This is an optimization exercise on Yosys and OpenROAD, whose aim is small area, not a production implementation. At most, simulation tests tie the RTL to the original design; equivalence was not proved.

== the baseline ==
==> module decode_hazard_stage, before the edit <==
module decode_hazard_stage #(
    parameter int DATA_W    = 32,
    parameter int REG_COUNT = 32,
    parameter int NPC_W     = 32,
    localparam int REG_AW   = $clog2(REG_COUNT)
) (
    input  logic              clk,
    input  logic              rst,
    input  logic              wb_reg_write,
    input  logic [REG_AW-1:0] wb_write_reg_location,
    input  logic [DATA_W-1:0] mem_wb_write_data,
    input  logic [31:0]       if_id_instr,
    input  logic [NPC_W-1:0]  if_id_npc,
    input  logic              flush,
    output logic              hazard_stall,
    output logic [1:0]        id_ex_wb,
    output logic [2:0]        id_ex_mem,
    output logic [3:0]        id_ex_execute,
    output logic [NPC_W-1:0]  id_ex_npc,
    output logic [DATA_W-1:0] id_ex_readdat1,
    output logic [DATA_W-1:0] id_ex_readdat2,
    output logic [DATA_W-1:0] id_ex_sign_ext,
    output logic [4:0]        id_ex_instr_bits_2521,
    output logic [4:0]        id_ex_instr_bits_2016,
    output logic [4:0]        id_ex_instr_bits_1511
);
    localparam logic [5:0] OP_RTYPE = 6'b000000;
    localparam logic [5:0] OP_LW    = 6'b100011;
    localparam logic [5:0] OP_SW    = 6'b101011;
    localparam logic [5:0] OP_BEQ   = 6'b000100;
    localparam logic [5:0] OP_ADDI  = 6'b001000;
    logic [DATA_W-1:0] regs [1:REG_COUNT-1];
    logic [DATA_W-1:0] wdata;
    logic [REG_COUNT-1:1] wen;
    logic [5:0] opcode;
    logic [4:0] f_rs, f_rt, f_rd;
    logic [8:0] ctrl;
    logic       uses_rt;
    assign opcode = if_id_instr[31:26];
    assign f_rs   = if_id_instr[25:21];
    assign f_rt   = if_id_instr[20:16];
    assign f_rd   = if_id_instr[15:11];
    assign wdata = mem_wb_write_data & {DATA_W{~rst}};
    always_comb begin
        for (int i = 1; i < REG_COUNT; i++)
            wen[i] = rst | (wb_reg_write && wb_write_reg_location == i);
    end
    always_ff @(posedge clk) begin
        for (int i = 1; i < REG_COUNT; i++)
            if (wen[i]) regs[i] <= wdata;
    end
    logic [REG_COUNT-1:1] sel1, sel2;
    always_comb begin
        for (int i = 1; i < REG_COUNT; i++) begin
            sel1[i] = (id_ex_instr_bits_2521 == i);
            sel2[i] = (id_ex_instr_bits_2016 == i);
        end
    end
    for (genvar b = 0; b < DATA_W; b++) begin : g_rd
        logic [REG_COUNT-1:1] col;
        for (genvar i = 1; i < REG_COUNT; i++) begin : g_col
            assign col[i] = regs[i][b];
        end
        dhs_rd_bit u_rd1 (.d(col), .s(sel1), .y(id_ex_readdat1[b]));
        dhs_rd_bit u_rd2 (.d(col), .s(sel2), .y(id_ex_readdat2[b]));
    end
    always_comb begin
        case (opcode)
            OP_RTYPE: ctrl = {2'b10, 3'b000, 4'b1100};
            OP_LW:    ctrl = {2'b11, 3'b010, 4'b0001};
            OP_SW:    ctrl = {2'b00, 3'b001, 4'b0001};
            OP_BEQ:   ctrl = {2'b00, 3'b100, 4'b0010};
            OP_ADDI:  ctrl = {2'b10, 3'b000, 4'b0001};
            default:  ctrl = '0;
        endcase
    end
    assign uses_rt = (opcode == OP_RTYPE) || (opcode == OP_SW) || (opcode == OP_BEQ);
    assign hazard_stall = !rst && !flush && id_ex_mem[1] &&
                          (id_ex_instr_bits_2016 != 5'd0) &&
                          ((id_ex_instr_bits_2016 == f_rs) ||
                           ((id_ex_instr_bits_2016 == f_rt) && uses_rt));
    always_ff @(posedge clk) begin
        if (rst) begin
            id_ex_wb              <= '0;
            id_ex_mem             <= '0;
            id_ex_execute         <= '0;
            id_ex_npc             <= '0;
            id_ex_sign_ext        <= '0;
            id_ex_instr_bits_2521 <= '0;
            id_ex_instr_bits_2016 <= '0;
            id_ex_instr_bits_1511 <= '0;
        end else begin
            if (flush || hazard_stall) begin
                id_ex_wb      <= '0;
                id_ex_mem     <= '0;
                id_ex_execute <= '0;
            end else begin
                id_ex_wb      <= ctrl[8:7];
                id_ex_mem     <= ctrl[6:4];
                id_ex_execute <= ctrl[3:0];
            end
            id_ex_npc             <= if_id_npc;
            id_ex_sign_ext        <= {{(DATA_W-16){if_id_instr[15]}}, if_id_instr[15:0]};
            id_ex_instr_bits_2521 <= f_rs;
            id_ex_instr_bits_2016 <= f_rt;
            id_ex_instr_bits_1511 <= f_rd;
        end
    end
endmodule
Settings: LEC_CHECK=0, CAP_MARGIN=10, CORE_MARGIN=2, CORE_UTILIZATION=70, PLACE_DENSITY=0.75, SLEW_MARGIN=10, SYNTH_HIERARCHICAL=1; clock period 5.0 ns.
standard.sh (not shown) runs the stock make flow with config.mk's settings and CLKGATE_MAP_FILE= SYNTH_SCRIPT=/design/flow/synth_recipe.tcl, a recipe that flattens the netlist after the stock synthesis.
==> flow/flow/run.sh <==
#!/bin/bash
# Standard ORFS layout with two changes:
#  - plain buf_1 cells (instead of the default delay cell) on the ports;
#  - clock tree from clkbuf_16 in sink clusters of up to 30 sinks, no dummy loads.
set -o pipefail
export BUFFER_PORTS_ARGS="-buffer_cell sky130_fd_sc_hd__buf_1"
export CTS_ARGS="-sink_clustering_enable -repair_clock_nets -dont_use_dummy_load -buf_list sky130_fd_sc_hd__clkbuf_16 -sink_clustering_size 30 -sink_clustering_max_diameter 60"
bash standard.sh > standard.log 2>&1
Per the final summary, the baseline finished and its layout is clean on timing, DRC and antenna.
Edits applied to the flow inputs when going from the baseline to the candidate:
diff --git a/flow/design.v b/flow/design.v
--- a/flow/design.v
+++ b/flow/design.v
@@ -48,22 +48,20 @@
     always_ff @(posedge clk) begin
         for (int i = 1; i < REG_COUNT; i++)
             if (wen[i]) regs[i] <= wdata;
     end
-    logic [REG_COUNT-1:1] sel1, sel2;
-    always_comb begin
-        for (int i = 1; i < REG_COUNT; i++) begin
-            sel1[i] = (id_ex_instr_bits_2521 == i);
-            sel2[i] = (id_ex_instr_bits_2016 == i);
-        end
+    logic [REG_COUNT-1:1] sel1 [2], sel2 [2];
+    for (genvar h = 0; h < 2; h++) begin : g_dec
+        dhs_dec u_dec1 (.a(id_ex_instr_bits_2521), .s(sel1[h]));
+        dhs_dec u_dec2 (.a(id_ex_instr_bits_2016), .s(sel2[h]));
     end
     for (genvar b = 0; b < DATA_W; b++) begin : g_rd
         logic [REG_COUNT-1:1] col;
         for (genvar i = 1; i < REG_COUNT; i++) begin : g_col
             assign col[i] = regs[i][b];
         end
-        dhs_rd_bit u_rd1 (.d(col), .s(sel1), .y(id_ex_readdat1[b]));
-        dhs_rd_bit u_rd2 (.d(col), .s(sel2), .y(id_ex_readdat2[b]));
+        dhs_rd_bit u_rd1 (.d(col), .s(sel1[b / (DATA_W / 2)]), .y(id_ex_readdat1[b]));
+        dhs_rd_bit u_rd2 (.d(col), .s(sel2[b / (DATA_W / 2)]), .y(id_ex_readdat2[b]));
     end
     always_comb begin
         case (opcode)
             OP_RTYPE: ctrl = {2'b10, 3'b000, 4'b1100};
@@ -125,4 +123,12 @@
     output logic y
 );
     assign y = ~((a0 & b0) | (a1 & b1) | (a2 & b2));
 endmodule
+module dhs_dec (
+    input  logic [4:0]  a,
+    output logic [31:1] s
+);
+    always_comb begin
+        for (int i = 1; i < 32; i++) s[i] = (a == i);
+    end
+endmodule
--- outcome ---
Against the baseline, the candidate comes in 70 ps lower on critical path arrival. Via count, the candidate and the baseline, lower one = the baseline. Of the candidate and the baseline, the higher multi-input combinational cell count belongs to the candidate. Wire length (the candidate over the baseline): increase, about 2%. Of the candidate and the baseline, it is the candidate that has the higher number of nets in the layout. Sort the candidate and the baseline by synthesis-to-finish area growth asc -> top: the baseline. Cmp the candidate and the baseline / met1 usage in global routing / higher: the baseline.
The RTL of the candidate was laid out without a check of its function.

re-timing with driven ports:
The flow's constraints put no driver on any port. The routed layouts listed below were extracted and timed again, unchanged, in two steps. Step 1, drivers: a clkbuf_16 drives clk and a buf_2 each remaining input, both assumed. Step 2 also shifts input and output timing later by t, the mid clock arrival at the registers, as if the neighbouring blocks saw the same clock. a / b / c = no drivers / after step 1 / after step 2; a / b = the first two.
| run | t (ns) | setup WS [ns] | clock arrival spread, ns | slew at the worst register clock pin (ns) | pins driven straight from the clock port |
|---|---|---|---|---|---|
| the baseline | 0.683 | 0.184 / 0.118 / 0.802 | 0.087 / 0.087 | 0.11 / 0.11 | 1 |
| the candidate | 0.702 | 0.248 / 0.185 / 0.887 | 0.079 / 0.079 | 0.11 / 0.11 | 1 |
After both steps every run listed still meets setup and hold.
